This design comes from an exercise in tuning for small area on the open sky130 flow, not from production work. In this exercise RTL edits were held to simulation tests only and were not proved equivalent to the original. Power is estimated from default activity; no workload was simulated.

==> flow/design.v (excerpt) <==
module spi_avalon_frame_bridge #(
    parameter int NUM_MOTORS     = 4,
    parameter int BYTES_PER_WORD = 4,
    parameter int MAX_WORDS      = 32,
    parameter int ADDR_W         = 16,
    parameter int TIMEOUT        = 255,
    parameter int SYNC_STAGES    = 2
) (
    input  logic              iCLK,
    input  logic              iRESET,
    input  logic              iFRAME_n,
    input  logic              iRX_VALID,
    input  logic [7:0]        iRX_DATA,
    output logic [7:0]        oTX_DATA,
    output logic              oTX_LOAD,
    output logic [ADDR_W-1:0] oAVM_ADDRESS,
    output logic              oAVM_WRITE,
    output logic [31:0]       oAVM_WRITEDATA,
    output logic              oAVM_READ,
    input  logic [31:0]       iAVM_READDATA,
    input  logic              iAVM_WAITREQUEST,
    output logic              oBUSY,
    output logic [3:0]        oSTATUS
);
For scale: ~3800 cells after synthesis, roughly 110 I/O pins, ~76000 um2 of cells after synthesis.
==> flow/config.mk <==
export PLATFORM = sky130hd
export DESIGN_NAME = spi_avalon_frame_bridge
export DESIGN_NICKNAME = spi_avalon_frame_bridge
export VERILOG_FILES = /design/flow/design.v
export SDC_FILE = /design/flow/constraint.sdc
export NUM_CORES = 4
export LEC_CHECK = 0
export CAP_MARGIN = 10
export CELL_PAD_IN_SITES_DETAIL_PLACEMENT = 0
export CELL_PAD_IN_SITES_GLOBAL_PLACEMENT = 1
export CORE_MARGIN = 2
export CORE_UTILIZATION = 50
export CTS_CLUSTER_DIAMETER = 100
export CTS_CLUSTER_SIZE = 30
export PLACE_DENSITY = 0.6
export SLEW_MARGIN = 10
export SYNTH_HIERARCHICAL = 1
export SYNTH_MINIMUM_KEEP_SIZE = 0
==> flow/constraint.sdc <==
create_clock -name core_clock -period 10.0 [get_ports {iCLK}]
set_input_delay 2.0000 -clock core_clock [delete_from_list [all_inputs] [get_ports {iCLK}]]
set_output_delay 2.0000 -clock core_clock [all_outputs]
set_load 0.01 [all_outputs]
run.sh (not shown) runs the stock make flow with config.mk's settings and CLKGATE_MAP_FILE= SYNTH_SCRIPT=/design/flow/synth_recipe.tcl, a recipe that flattens the netlist after the stock synthesis.
==> next run, changes <==
==> flow/flow/run.sh (new file) <==
#!/bin/bash
set -e
export BUFFER_PORTS_ARGS="-buffer_cell sky130_fd_sc_hd__buf_1"
export CTS_ARGS="-sink_clustering_enable -repair_clock_nets -dont_use_dummy_load -sink_clustering_size 24 -sink_clustering_max_diameter 100"
bash standard.sh > standard.log 2>&1
==> flow/standard.sh (new file) <==
#!/bin/bash
# synth_recipe.tcl (not shown) runs the flow's synth.tcl, then flattens the netlist and writes it again
# the make line also repeats each setting of config.mk as NAME=value (left out here)
make -C /OpenROAD-flow-scripts/flow DESIGN_CONFIG=/design/flow/config.mk WORK_HOME=/design/flow/orfs CLKGATE_MAP_FILE= SYNTH_SCRIPT=/design/flow/synth_recipe.tcl "${@:-finish}"
Settings changed: CAP_MARGIN 10 to 20, CELL_PAD_IN_SITES_DETAIL_PLACEMENT 0 to 1, CORE_UTILIZATION 50 to 45, CTS_CLUSTER_SIZE 30 to 24, PLACE_DENSITY 0.6 to 0.55, SLEW_MARGIN 10 to 20.
removed: flow/run.sh
First-iteration DRC count falls by a few percent.
Total power is higher by a few percent.
Routed wire length rises by a few percent.
Setup slack got worse by 0.036 ns.
Area after synthesis does not change.

* * *

Another version of the RTL of spi_avalon_frame_bridge (not shown whole).
Size: about 3800 cells after synthesis.
==> flow/design.v (excerpt) <==
module spi_avalon_frame_bridge #(
    parameter int NUM_MOTORS     = 4,
    parameter int BYTES_PER_WORD = 4,
    parameter int MAX_WORDS      = 32,
    parameter int ADDR_W         = 16,
    parameter int TIMEOUT        = 255,
    parameter int SYNC_STAGES    = 2
) (
    input  logic              iCLK,
    input  logic              iRESET,
    input  logic              iFRAME_n,
    input  logic              iRX_VALID,
    input  logic [7:0]        iRX_DATA,
    output logic [7:0]        oTX_DATA,
    output logic              oTX_LOAD,
    output logic [ADDR_W-1:0] oAVM_ADDRESS,
    output logic              oAVM_WRITE,
    output logic [31:0]       oAVM_WRITEDATA,
    output logic              oAVM_READ,
    input  logic [31:0]       iAVM_READDATA,
    input  logic              iAVM_WAITREQUEST,
    output logic              oBUSY,
    output logic [3:0]        oSTATUS
);
clock: 10.0 ns
lec_check: 0
cap_margin: 20
cell_pad_in_sites_detail_placement: 1
cell_pad_in_sites_global_placement: 1
core_margin: 2
core_utilization: 48
cts_cluster_diameter: 80
cts_cluster_size: 30
place_density: 0.58
slew_margin: 20
synth_hierarchical: 1
synth_minimum_keep_size: 0
standard.sh (not shown) runs the stock make flow with config.mk's settings and CLKGATE_MAP_FILE= SYNTH_SCRIPT=/design/flow/synth_recipe.tcl, a recipe that flattens the netlist after the stock synthesis.
==> flow/flow/run.sh <==
#!/bin/bash
set -e
export BUFFER_PORTS_ARGS="-buffer_cell sky130_fd_sc_hd__buf_1"
export CTS_ARGS="-sink_clustering_enable -repair_clock_nets -dont_use_dummy_load -sink_clustering_size 30 -sink_clustering_max_diameter 80"
bash standard.sh > standard.log 2>&1
Rerun with:
==> flow/flow/run.sh (replaced) <==
#!/bin/bash
set -e
export BUFFER_PORTS_ARGS="-buffer_cell sky130_fd_sc_hd__buf_1"
export CTS_ARGS="-sink_clustering_enable -repair_clock_nets -dont_use_dummy_load -sink_clustering_size 27 -sink_clustering_max_diameter 100"
bash standard.sh > standard.log 2>&1
Settings changed: CORE_UTILIZATION 48 to 45, CTS_CLUSTER_DIAMETER 80 to 100, CTS_CLUSTER_SIZE 30 to 27, PLACE_DENSITY 0.58 to 0.55.
After rerunning: The new run went through all stages and came out clean. Worst hold slack got worse by 0.038 ns. Sequential share of layout area stays flat. Via count shrinks by about 1.7%. Critical path depth is unchanged. Synthesized area is unchanged. Wire length shrinks by 0.85%.

## port drivers added, routing unchanged
The flow's constraints put no driver on any port. The routed layouts listed below were extracted and timed again, unchanged, in two steps.
Step 1 sets driving cells, clkbuf_16 on the clock port and buf_2 on the other inputs (assumed; they add their load-dependent delay and slew).
Step 2, shift: input delay + t, output delay - t, t = (earliest + latest rising clock arrival at the registers) / 2. This alone moves slack from input paths to output paths.
Slacks: ideal / step 1 / step 2; pairs: ideal / step 1.
run | t (ns) | slack for setup (ns) | hold slack, ns | clock arrival spread, ns | worst data-port slew with drivers (ns)
the first run of note 1 | 0.812 | 4.179 / 4.235 / 3.423 | 0.419 / 0.419 / 0.419 | 0.029 / 0.028 | 0.07
the second run of note 1 | 0.820 | 4.143 / 4.143 / 3.592 | 0.425 / 0.425 / 0.425 | 0.063 / 0.063 | 0.13
the first run of note 2 | 0.819 | 4.065 / 4.065 / 3.367 | 0.470 / 0.470 / 0.470 | 0.091 / 0.091 | 0.05
the second run of note 2 | 0.804 | 4.108 / 4.108 / 3.447 | 0.432 / 0.432 / 0.432 | 0.070 / 0.070 | 0.04
After both steps setup and hold are still met in every run listed. The setup slack of the first run of note 1, which loses most, moves by +0.056 ns with the drivers and by -0.756 ns with both steps.
